What follows belongs to an exercise in optimizing a design on an open flow for small area; a production flow would make more cautious choices.
In this exercise RTL edits were held to simulation tests only and were not proved equivalent to the original.
No driver is modelled on the clock port, so clocking that relies on it looks cheaper here than on a real chip.
Power figures rest on the tool's default switching activity, not on a simulated workload.

job 5839:
## cf_checker_top
module cf_checker_top (
   input  logic             clk,
   input  logic             reset_,
   input  logic             cf_enable,
   input  logic [2:1]       commit,
   input  logic [2:1][31:0] slot_instr,
   input  logic [2:1][31:0] slot_pc,
   input  logic [2:1][2:0]  slot_isize,
   input  logic [2:1]       slot_taken,
   input  logic [2:1]       slot_is_dup,
   input  logic [2:1]       slot_received_kill,
   input  logic             dut_branch_taken,
   input  logic             rf_write_en,
   input  logic [4:0]       rf_write_rd,
   input  logic [31:0]      rf_write_data,
   output logic             rf_lock,
   output logic             rf_unlock,
   output logic             check_done,
   output logic             err_cf_dest,
   output logic             err_no_orig,
   output logic             err_link
);
For scale: ~1200 cells after synthesis, about 350 flip-flops, ~190 I/O pins, ~17000 µm² of cells after synthesis.
Settings: LEC_CHECK=0, CAP_MARGIN=20, CORE_MARGIN=2, CORE_UTILIZATION=70, CTS_BUF_LIST=sky130_fd_sc_hd__clkbuf_4, CTS_CLUSTER_SIZE=40, SLEW_MARGIN=20; clock period 8.0 ns.
run.sh (not shown) runs the stock make flow with config.mk's settings and CLKGATE_MAP_FILE= SYNTH_SCRIPT=/design/flow/synth_recipe.tcl, a recipe that flattens the netlist after the stock synthesis.
Job 5839 | status: complete | timing, DRC, antenna: pass
Relative to job 5839, the following input files were edited for job 9821:
- clearing CTS_CLUSTER_SIZE, which used to be 40
- swapping 70 for 40 in CORE_UTILIZATION
- clearing CTS_BUF_LIST, which used to be sky130_fd_sc_hd__clkbuf_4
- putting ABC_AREA at 1 where nothing was set
Notes after the runs:
Cmp job 9821 vs job 5839: smallest hold slack higher in job 9821
The higher number of cells on the critical path came out of job 9821.
Diff job 5839 -> job 9821 | synthesized area divided by synthesized cell count | decrease of 37%
Taking job 9821 over job 5839, the wire length of the first global-routing pass ratio works out to 1.08.
Compared with job 5839, job 9821 improves setup slack.
Total power: job 5839 and job 9821 compared, higher one is job 9821
Count of clock-buffer cells in the layout: job 9821 vs job 5839 down about 60%
On post-cts gate resize count, job 5839 tracks job 9821 almost exactly.
Input-level comparison between job 7455 and job 9821:
- a deleted ABC_AREA that had been 1
==> comparison <==
Changes observed in job 7455 relative to job 9821: post-synthesis instance area -about 4.5%, critical path depth -21%, maximum vdd ir drop +about 4.4%, net count reported at finish -33%, overall routing resource usage -0.31 points.
When job 7455 is measured against job 9821, its multi-input combinational cell count turns out about 40% lower.
Mux share of post-synthesis cell area, job 9821 and job 7455: higher on job 7455
isz0 as the start point of the critical path was reported by job 9821, and pc0[2] by job 7455.
The cell count after synthesis number comes out lower for job 7455 vs job 9821.
Comparing job 7455 against job 9821, there is no change at all in layout sequential cell count.
NOTE met1 wire length job 9821->job 7455 decreased by more than 10%

========
Another version of the RTL of cf_checker_top (not shown whole).
For scale: roughly 190 I/O pins, about 0.016 mm2 of cells after synthesis.
clock: 8.0 ns
lec_check: 0
cap_margin: 20
core_margin: 2
core_utilization: 70
cts_cluster_diameter: 80
cts_cluster_size: 30
slew_margin: 20
standard.sh (not shown) runs the stock make flow with config.mk's settings and CLKGATE_MAP_FILE= SYNTH_SCRIPT=/design/flow/synth_recipe.tcl, a recipe that flattens the netlist after the stock synthesis.
==> flow/flow/run.sh <==
#!/bin/bash
# Standard ORFS layout; the port buffers use the smallest buffer cell, clock
# tree synthesis adds no dummy loads.
set -euo pipefail
export BUFFER_PORTS_ARGS="-buffer_cell sky130_fd_sc_hd__buf_1"
export CTS_ARGS="-sink_clustering_enable -repair_clock_nets -sink_clustering_size 20 -sink_clustering_max_diameter 60 -buf_list sky130_fd_sc_hd__clkbuf_8 -root_buf sky130_fd_sc_hd__clkbuf_16 -dont_use_dummy_load"
bash standard.sh finish > standard.log 2>&1
The starting point completed with no timing, DRC or antenna violations.
==> next run, changes <==
==> flow/flow/run.sh (replaced) <==
#!/bin/bash
# Standard ORFS layout; the port buffers use the smallest buffer cell, clock
# tree synthesis adds no dummy loads, and power recovery downsizes cells with
# slack after global routing.
set -euo pipefail
export BUFFER_PORTS_ARGS="-buffer_cell sky130_fd_sc_hd__buf_1"
export CTS_ARGS="-sink_clustering_enable -repair_clock_nets -sink_clustering_size 30 -sink_clustering_max_diameter 80 -dont_use_dummy_load"
export RECOVER_POWER=100
bash standard.sh finish > standard.log 2>&1
Now the flow ran to the end with violations: max-capacitance violations, max-slew violations.
Design area barely changes.
Worst setup slack got worse by 0.60 ns.
Fmax is lower by 9.0%.
Worst hold slack improved by 0.0037 ns.
==> next run, changes <==
==> flow/flow/run.sh (replaced) <==
#!/bin/bash
# Standard ORFS layout; the port buffers use the smallest buffer cell.
set -euo pipefail
export BUFFER_PORTS_ARGS="-buffer_cell sky130_fd_sc_hd__buf_1"
bash standard.sh finish > standard.log 2>&1
What happened:
- The changed run went through all stages and came out clean
- synthesized area does not change
- setup slack is better by 0.65 ns
- clock skew decreases by 0.032 ns
- final area is higher slightly
- global-route usage came out higher by 0.17 points
- routed wire length is about the same
- clock power climbs by roughly a tenth
- die area stays the same
- non-clock buffer count does not change
==> next run, changes <==
==> flow/flow/run.sh (replaced) <==
#!/bin/bash
# Standard ORFS layout; the port buffers use the smallest buffer cell, clock
# tree synthesis adds no dummy loads.
set -euo pipefail
export BUFFER_PORTS_ARGS="-buffer_cell sky130_fd_sc_hd__buf_1"
export CTS_ARGS="-sink_clustering_enable -repair_clock_nets -sink_clustering_size 30 -sink_clustering_max_diameter 80 -dont_use_dummy_load"
bash standard.sh finish > standard.log 2>&1
Effect: The changed run finished clean; die area stays the same; total power shrinks by about 3.3%; via count stays flat; synthesized cell count does not change; core utilization shrinks by 0.45 points; wire length barely changes; sequential share of layout area grows by 0.32 points; clock skew grows by 0.029 ns; global-route usage shrinks by 0.17 points; cell area shrinks by 0.58%.

========
Another version of the RTL of cf_checker_top (not shown whole).
Size in the first run: roughly 190 I/O pins, about 15000 µm² of cells after synthesis.
Design cf_checker_top, start of the top module:
module cf_checker_top (
   input  logic             clk,
   input  logic             reset_,
   input  logic             cf_enable,
   input  logic [2:1]       commit,
   input  logic [2:1][31:0] slot_instr,
   input  logic [2:1][31:0] slot_pc,
   input  logic [2:1][2:0]  slot_isize,
   input  logic [2:1]       slot_taken,
   input  logic [2:1]       slot_is_dup,
   input  logic [2:1]       slot_received_kill,
   input  logic             dut_branch_taken,
   input  logic             rf_write_en,
   input  logic [4:0]       rf_write_rd,
   input  logic [31:0]      rf_write_data,
   output logic             rf_lock,
   output logic             rf_unlock,
   output logic             check_done,
   output logic             err_cf_dest,
   output logic             err_no_orig,
   output logic             err_link
);
   logic [6:0]  op1, op2;
   logic        cf1, cf2, found, sel_v, push, save, any_commit, same;
   logic [31:0] ins;
   logic [31:1] pc;
   logic        isz, dup, taken, br, adj;
   logic [1:0]  code;
   assign op1 = slot_instr[1][6:0];
   assign op2 = slot_instr[2][6:0];
   assign cf1 = commit[1] && (op1 == 7'b1100011 || op1 == 7'b1101111 || op1 == 7'b1100111);
   assign cf2 = commit[2] && (op2 == 7'b1100011 || op2 == 7'b1101111 || op2 == 7'b1100111);
   assign found = cf1 || cf2;
   assign ins   = cf1 ? slot_instr[1]       : slot_instr[2];
   assign pc    = cf1 ? slot_pc[1][31:1]    : slot_pc[2][31:1];
   assign isz   = cf1 ? slot_isize[1][2]    : slot_isize[2][2];
   assign dup   = cf1 ? slot_is_dup[1]      : slot_is_dup[2];
  ...
clock: 8.0 ns
lec_check: 0
cap_margin: 5
core_margin: 2
core_utilization: 70
slew_margin: 5
==> flow/flow/run.sh <==
#!/bin/bash
# Standard ORFS layout with these changes:
#  * synthesis is the standard flow's script with an area-oriented ABC mapping script
#    (flow/synth_area.tcl, flow/area.script), and adders are left to ABC as
#    plain gates (no ADDER_MAP_FILE); registers are mapped as usual;
#  * the port buffers use the smallest buffer cell;
#  * clock tree synthesis clusters up to 30 sinks and adds no dummy loads.
set -euo pipefail
export BUFFER_PORTS_ARGS="-buffer_cell sky130_fd_sc_hd__buf_1"
export CTS_ARGS="-sink_clustering_enable -repair_clock_nets -sink_clustering_size 30 -sink_clustering_max_diameter 80 -dont_use_dummy_load"
bash standard.sh SYNTH_SCRIPT="$PWD/flow/synth_area.tcl" ADDER_MAP_FILE= finish > standard.log 2>&1
==> flow/flow/area.script <==
&get -n
&st
&dch -x
&nf -a -R 1000
&put
==> flow/flow/synth_area.tcl <==
# The standard flow's synthesis script (synth_recipe.tcl), with ABC's mapping script replaced by area.script
# (beside this file).
set area_script [file join [file dirname [file normalize [info script]]] area.script]
proc synth {args} { yosys synth -nofsm -noshare {*}$args }
proc abc {args} {
  set i [lsearch -exact $args -script]
  if { $i >= 0 } { lset args [expr { $i + 1 }] $::area_script }
  yosys abc {*}$args
}
source $::env(SCRIPTS_DIR)/synth.tcl
# left out here: clear keep_hierarchy, flatten, clean up, hide names made inside functions, write 1_2_yosys.v
The first run completed without violations.
Next try:
Settings changed: CAP_MARGIN 5 to 20, CORE_UTILIZATION 70 to 80, SLEW_MARGIN 5 to 20.
Outcome: Via count went up by a few percent. Worst setup slack loses 0.16 ns. Utilization went up by 10 points. Final area went down slightly. Non-clock buffer count went down by 2. Total power barely changes. Wire length went up by roughly a tenth. Clock power went down by a few percent.
Next try:
Settings changed: CORE_UTILIZATION 80 to 55.
What happened: Total power climbs slightly. Synthesized cell count is unchanged. Utilization drops by 27 points. Cell count came out higher by a little under a tenth. Sequential cell count stays the same. Worst setup slack is better by 0.36 ns. Via count goes down by a little under a tenth. Maximum frequency came out higher by a few percent. Wire length is lower by a little under a tenth. Synthesized area stays the same. Non-clock buffer count climbs by 2.
Next try:
==> flow/flow/run.sh (replaced) <==
#!/bin/bash
# Standard ORFS layout; the port buffers use the smallest buffer cell, clock
# tree synthesis adds no dummy loads.
set -euo pipefail
export BUFFER_PORTS_ARGS="-buffer_cell sky130_fd_sc_hd__buf_1"
export CTS_ARGS="-sink_clustering_enable -repair_clock_nets -sink_clustering_size 30 -sink_clustering_max_diameter 80 -dont_use_dummy_load"
bash standard.sh finish > standard.log 2>&1
Settings changed: CORE_UTILIZATION 55 to 70, CTS_CLUSTER_DIAMETER set to 80, CTS_CLUSTER_SIZE set to 30.
removed: flow/flow/area.script
removed: flow/flow/synth_area.tcl
- clock-buffer cell count does not change
- final area goes up by 3.1%
- die area went down by about 17%
- setup slack gets better by 0.25 ns
- power increases by 0.53%
- maximum frequency rises by 3.7%
- via count went down by 6.3%
Next try:
==> flow/flow/run.sh (replaced) <==
#!/bin/bash
# Standard ORFS layout with these changes:
#  * synthesis is the standard flow's script with an area-oriented ABC mapping script
#    (flow/synth_area.tcl, flow/area.script); registers are mapped as usual;
#  * the port buffers use the smallest buffer cell;
#  * clock tree synthesis uses clkbuf_8 leaf buffers in clusters of up to 16
#    sinks and adds no dummy loads.
set -euo pipefail
export BUFFER_PORTS_ARGS="-buffer_cell sky130_fd_sc_hd__buf_1"
export CTS_ARGS="-sink_clustering_enable -repair_clock_nets -sink_clustering_size 16 -sink_clustering_max_diameter 50 -buf_list sky130_fd_sc_hd__clkbuf_8 -root_buf sky130_fd_sc_hd__clkbuf_16 -dont_use_dummy_load"
bash standard.sh SYNTH_SCRIPT="$PWD/flow/synth_area.tcl" finish > standard.log 2>&1
==> flow/flow/area.script (new file) <==
&get -n
&st
&dch -x
&nf -a -R 1000
&put
==> flow/flow/synth_area.tcl (new file) <==
# The standard flow's synthesis script (synth_recipe.tcl), with ABC's mapping script replaced by area.script
# (beside this file).
set area_script [file join [file dirname [file normalize [info script]]] area.script]
proc synth {args} { yosys synth -nofsm -noshare {*}$args }
proc abc {args} {
  set i [lsearch -exact $args -script]
  if { $i >= 0 } { lset args [expr { $i + 1 }] $::area_script }
  yosys abc {*}$args
}
source $::env(SCRIPTS_DIR)/synth.tcl
# left out here: clear keep_hierarchy, flatten, clean up, hide names made inside functions, write 1_2_yosys.v
Settings changed: CTS_CLUSTER_DIAMETER 80 to not set, CTS_CLUSTER_SIZE 30 to not set.
The changed run completed without violations; clock power increases by about 20%; wire length increases by about 0.8%; worst setup slack loses 0.44 ns.

========
## job 101
The RTL this note starts from:
==> flow/design.v <==
`timescale 1ns/1ns
`default_nettype none
package cf_pkg;
   localparam int num_slots   = 2;
   localparam int instr_w     = 32;
   localparam int addr_w      = 32;
   localparam int reg_addr_w  = 5;
   localparam int queue_depth = 4;
   localparam int wb_delay    = 2;    
endpackage
`default_nettype wire
`timescale 1ns/1ns
`default_nettype none
module cf_checker_top (
   input  logic             clk,
   input  logic             reset_,
   input  logic             cf_enable,
   input  logic [2:1]       commit,
   input  logic [2:1][31:0] slot_instr,
   input  logic [2:1][31:0] slot_pc,
   input  logic [2:1][2:0]  slot_isize,
   input  logic [2:1]       slot_taken,
   input  logic [2:1]       slot_is_dup,
   input  logic [2:1]       slot_received_kill,
   input  logic             dut_branch_taken,
   input  logic             rf_write_en,
   input  logic [4:0]       rf_write_rd,
   input  logic [31:0]      rf_write_data,
   output logic             rf_lock,
   output logic             rf_unlock,
   output logic             check_done,
   output logic             err_cf_dest,
   output logic             err_no_orig,
   output logic             err_link
);
   logic [6:0]  op1, op2;
   logic        cf1, cf2, found, sel_v, push, save, any_commit, same;
   logic [31:0] ins;
   logic [31:1] pc;
   logic        isz, dup, taken, br, adj;
   logic [1:0]  code;
   assign op1 = slot_instr[1][6:0];
   assign op2 = slot_instr[2][6:0];
   assign cf1 = commit[1] && (op1 == 7'b1100011 || op1 == 7'b1101111 || op1 == 7'b1100111);
   assign cf2 = commit[2] && (op2 == 7'b1100011 || op2 == 7'b1101111 || op2 == 7'b1100111);
   assign found = cf1 || cf2;
   assign ins   = cf1 ? slot_instr[1]       : slot_instr[2];
   assign pc    = cf1 ? slot_pc[1][31:1]    : slot_pc[2][31:1];
   assign isz   = cf1 ? slot_isize[1][2]    : slot_isize[2][2];
   assign dup   = cf1 ? slot_is_dup[1]      : slot_is_dup[2];
   assign taken = dup ? (dut_branch_taken || (cf1 ? slot_received_kill[1] : slot_received_kill[2]))
                      : (cf1 ? slot_taken[1] : slot_taken[2]);
   assign sel_v      = cf_enable && found;
   assign push       = sel_v && !dup;
   assign save       = sel_v && dup;
   assign any_commit = |commit;
   assign same       = cf1 && commit[2];    
   assign br   = !ins[2];                   
   assign adj  = br && !taken;              
   assign code = br ? {1'b0, taken} : {1'b1, ins[3]};
   logic [31:1] pc0;
   logic        isz0, adj0, chk0;
   logic [4:0]  rd0;
   always_ff @(posedge clk) begin
      if (sel_v) begin
         pc0  <= pc;
         isz0 <= isz;
         adj0 <= adj;
      end
      rd0  <= ins[11:7];
      chk0 <= reset_ && sel_v && ins[2] && (ins[11:7] != 5'd0);
   end
   logic [31:1] link0, base0;
   logic [31:2] ci;    
   always_comb begin
      logic [31:2] a;
      a[2] = isz0 || pc0[1];
      for (int i = 3; i <= 31; i++)
         a[i] = pc0[i-1];
      for (int l = 1; l < 32; l = l * 2)
         for (int j = 2 * l - 1; j < 30; j = j + 2 * l)
            a[j+2] = a[j+2] && a[j+2-l];
      for (int l = 8; l >= 1; l = l / 2)
         for (int j = 3 * l - 1; j < 30; j = j + 2 * l)
            a[j+2] = a[j+2] && a[j+2-l];
      ci = a;
      link0[1] = pc0[1] ^ !isz0;
      for (int i = 2; i <= 31; i++)
         link0[i] = pc0[i] ^ ci[i];
   end
   assign base0 = adj0 ? link0 : pc0;
   logic        chk1;
   logic [4:0]  rd1;
   logic [31:1] lk1;
   always_ff @(posedge clk) begin
      chk1 <= reset_ && chk0;
      rd1  <= rd0;
      lk1  <= link0;
   end
   assign rf_lock   = chk1 && rf_write_en && (rf_write_rd != 5'd0);
   assign rf_unlock = rf_write_en && !rf_lock;
   always_ff @(posedge clk) begin
      err_link <= reset_ && chk1 &&
                  (!rf_write_en || (rf_write_rd != rd1) || (rf_write_data != {lk1, 1'b0}));
   end
   logic [26:0] q_ins [0:3];
   logic [31:1] q_off [0:3];
   logic [2:0]  hp, tp;
   logic        pend, dpend, held, pm;
   logic [31:1] np;
   logic        empty, compare, pop, wr_off;
   logic [1:0]  nw, ha;
   logic [31:1] m, d;
   assign empty   = hp == tp;
   assign compare = held && any_commit;
   assign pop     = compare && !empty;
   assign wr_off  = (pend && any_commit) || dpend;
   assign nw      = tp[1:0] - 2'd1;
   assign ha      = hp[1:0] + {1'b0, pop};
   assign m       = dpend ? np : slot_pc[1][31:1];
   always_comb begin
      logic [31:0] g, p, gg, pp;
      g[0] = 1'b1;    
      p[0] = 1'b0;
      for (int i = 1; i <= 31; i++) begin
         g[i] = m[i] && !base0[i];
         p[i] = m[i] ^ !base0[i];
      end
      gg = g;
      pp = p;
      for (int l = 1; l < 32; l = l * 2)
         for (int i = 2 * l - 1; i < 32; i = i + 2 * l) begin
            gg[i] = gg[i] || (pp[i] && gg[i-l]);
            pp[i] = pp[i] && pp[i-l];
         end
      for (int l = 8; l >= 1; l = l / 2)
         for (int i = 3 * l - 1; i < 32; i = i + 2 * l) begin
            gg[i] = gg[i] || (pp[i] && gg[i-l]);
            pp[i] = pp[i] && pp[i-l];
         end
      for (int i = 1; i <= 31; i++)
         d[i] = p[i] ^ gg[i-1];
   end
   always_ff @(posedge clk) begin
      for (int i = 0; i < 4; i++) begin
         if (push && tp[1:0] == 2'(i))
            q_ins[i] <= {ins[31:7], code};
         if (wr_off && nw == 2'(i))
            q_off[i] <= d;
      end
      np <= slot_pc[2][31:1];
      if (save)
         pm <= q_ins[ha] != {ins[31:7], code};
   end
   always_ff @(posedge clk) begin
      if (!reset_) begin
         tp    <= '0;
         hp    <= '0;
         pend  <= 1'b0;
         dpend <= 1'b0;
         held  <= 1'b0;
      end else begin
         tp    <= tp + {2'd0, push};
         hp    <= hp + {2'd0, pop};
         pend  <= push ? !same : (pend && !any_commit);
         dpend <= push && same;
         held  <= save || (held && !any_commit);
      end
   end
   always_ff @(posedge clk) begin
      check_done  <= reset_ && compare;
      err_no_orig <= reset_ && compare && empty;
      err_cf_dest <= reset_ && compare && !empty && (pm || (d != q_off[hp[1:0]]));
   end
endmodule
`default_nettype wire
export LEC_CHECK = 0
export CAP_MARGIN = 20
export CORE_MARGIN = 2
export CORE_UTILIZATION = 70
export SLEW_MARGIN = 20
create_clock -name core_clock -period 8.0 [get_ports {clk}]
==> flow/flow/run.sh <==
#!/bin/bash
# Standard ORFS layout with these changes:
#  * synthesis is the standard flow's script with an area-oriented ABC mapping script
#    (flow/synth_area.tcl, flow/area.script); registers are mapped as usual;
#  * the port buffers use the smallest buffer cell;
#  * clock tree synthesis clusters up to 30 sinks
#    sinks and adds no dummy loads.
set -euo pipefail
export BUFFER_PORTS_ARGS="-buffer_cell sky130_fd_sc_hd__buf_1"
export CTS_ARGS="-sink_clustering_enable -repair_clock_nets -sink_clustering_size 30 -sink_clustering_max_diameter 80 -dont_use_dummy_load"
bash standard.sh SYNTH_SCRIPT="$PWD/flow/synth_area.tcl" finish > standard.log 2>&1
==> flow/flow/area.script <==
&get -n
&st
&dch -x
&nf -a -R 1000
&put
==> flow/flow/synth_area.tcl <==
# The standard flow's synthesis script (synth_recipe.tcl), with ABC's mapping script replaced by area.script
# (beside this file).
set area_script [file join [file dirname [file normalize [info script]]] area.script]
proc synth {args} { yosys synth -nofsm -noshare {*}$args }
proc abc {args} {
  set i [lsearch -exact $args -script]
  if { $i >= 0 } { lset args [expr { $i + 1 }] $::area_script }
  yosys abc {*}$args
}
source $::env(SCRIPTS_DIR)/synth.tcl
# left out here: clear keep_hierarchy, flatten, clean up, hide names made inside functions, write 1_2_yosys.v
Changes in job 103 relative to job 101:
--- a/flow/flow/run.sh
+++ b/flow/flow/run.sh
@@ -4 +4,2 @@
-#    (flow/synth_area.tcl, flow/area.script); registers are mapped as usual;
+#    (flow/synth_area.tcl, flow/area.script), and adders are left to ABC as
+#    plain gates (no ADDER_MAP_FILE); registers are mapped as usual;
@@ -6,2 +7,3 @@
-#  * clock tree synthesis clusters up to 30 sinks
-#    sinks and adds no dummy loads.
+#  * clock tree synthesis clusters up to 30 sinks and adds no dummy loads;
+#  * after clock tree synthesis, cells with slack are downsized
+#    (flow/post_cts.tcl).
@@ -11 +13,2 @@
-bash standard.sh SYNTH_SCRIPT="$PWD/flow/synth_area.tcl" finish > standard.log 2>&1
+export POST_CTS_TCL="$PWD/flow/post_cts.tcl"
+bash standard.sh SYNTH_SCRIPT="$PWD/flow/synth_area.tcl" ADDER_MAP_FILE= finish > standard.log 2>&1
==> flow/flow/post_cts.tcl (new file) <==
# Area recovery after clock tree synthesis: downsize cells that have slack,
# then repair any slew or capacitance violation that left, and legalize.
log_cmd estimate_parasitics -placement
log_cmd repair_timing -recover_power 100 -verbose
log_cmd repair_design -verbose -cap_margin 20 -slew_margin 20
log_cmd detailed_placement
check_placement -verbose
==> run notes <==
Comparing job 101 and job 103, total die area is lower on job 103.
Job 103 ends up with a number of logic stages on the critical path including buffering that is 15% higher than in job 101.
Job 103 has number of tap cells added at floorplan below what job 101 had.
In the metrics for job 101 and job 103, the one carrying the lower maximum clock frequency is job 103.
Job 103 against job 101: final area saw little to no change; clock power saw a decrease; area share of fa/ha/maj cells after synthesis saw a decrease; time the final worst path needs with I/O delays and setup saw an increase.
A launching instance or port of the critical path of pc0[1]$_DFFE_PP_ is what job 103 shows, while slot_pc[2] belongs to job 101.
Looking at master of the slowest instance on the critical path, the sky130_fd_sc_hd__fa_1 result is from job 101; the sky130_fd_sc_hd__o41ai_1 one comes from job 103.
Compared with job 101, in job 103 post-layout total power shrank by 0.42%; routed wire length grew by 1.5%.

## port drivers added, routing unchanged
Ports are ideal in the flow. The routed layouts listed here were re-timed in OpenROAD.
Step 1 (the two cells are an assumption about what drives the block):
set clk [get_ports {clk}]
set_driving_cell -lib_cell sky130_fd_sc_hd__clkbuf_16 $clk
set_driving_cell -lib_cell sky130_fd_sc_hd__buf_2 [delete_from_list [all_inputs] $clk]
Step 2, shift: input delay + t, output delay - t, t = (earliest + latest rising clock arrival at the registers) / 2. This alone moves slack from input paths to output paths.
Three values: no drivers, after step 1, after step 2; two values: the first two.
run	t, ns	setup slack, ns	worst data-port slew with drivers (ns)
job 5839	0.781	1.726 / 1.726 / 1.726	0.08
job 9821	0.608	2.963 / 2.963 / 2.735	0.11
job 7455	0.618	1.781 / 1.781 / 1.781	0.06
the first run of note 2	0.543	1.940 / 1.940 / 1.940	0.09
the second run of note 2	0.538	1.341 / 1.359 / 0.822	0.09
the third run of note 2	0.552	1.988 / 1.988 / 1.988	0.09
the fourth run of note 2	0.536	1.963 / 1.963 / 1.963	0.09
the first run of note 3	0.536	0.878 / 0.878 / 0.878	0.08
the second run of note 3	0.542	0.717 / 0.717 / 0.717	0.08
the third run of note 3	0.546	1.072 / 1.072 / 1.072	0.07
the fourth run of note 3	0.541	1.323 / 1.323 / 1.323	0.09
the fifth run of note 3	0.521	0.888 / 0.914 / 0.393	0.06
job 101	0.532	0.884 / 0.909 / 0.378	0.06
job 103	0.537	0.844 / 0.844 / 0.844	0.07
For the second run of note 2, which loses most, drivers alone change the setup slack by +0.018 ns; drivers and shift together by -0.519 ns.
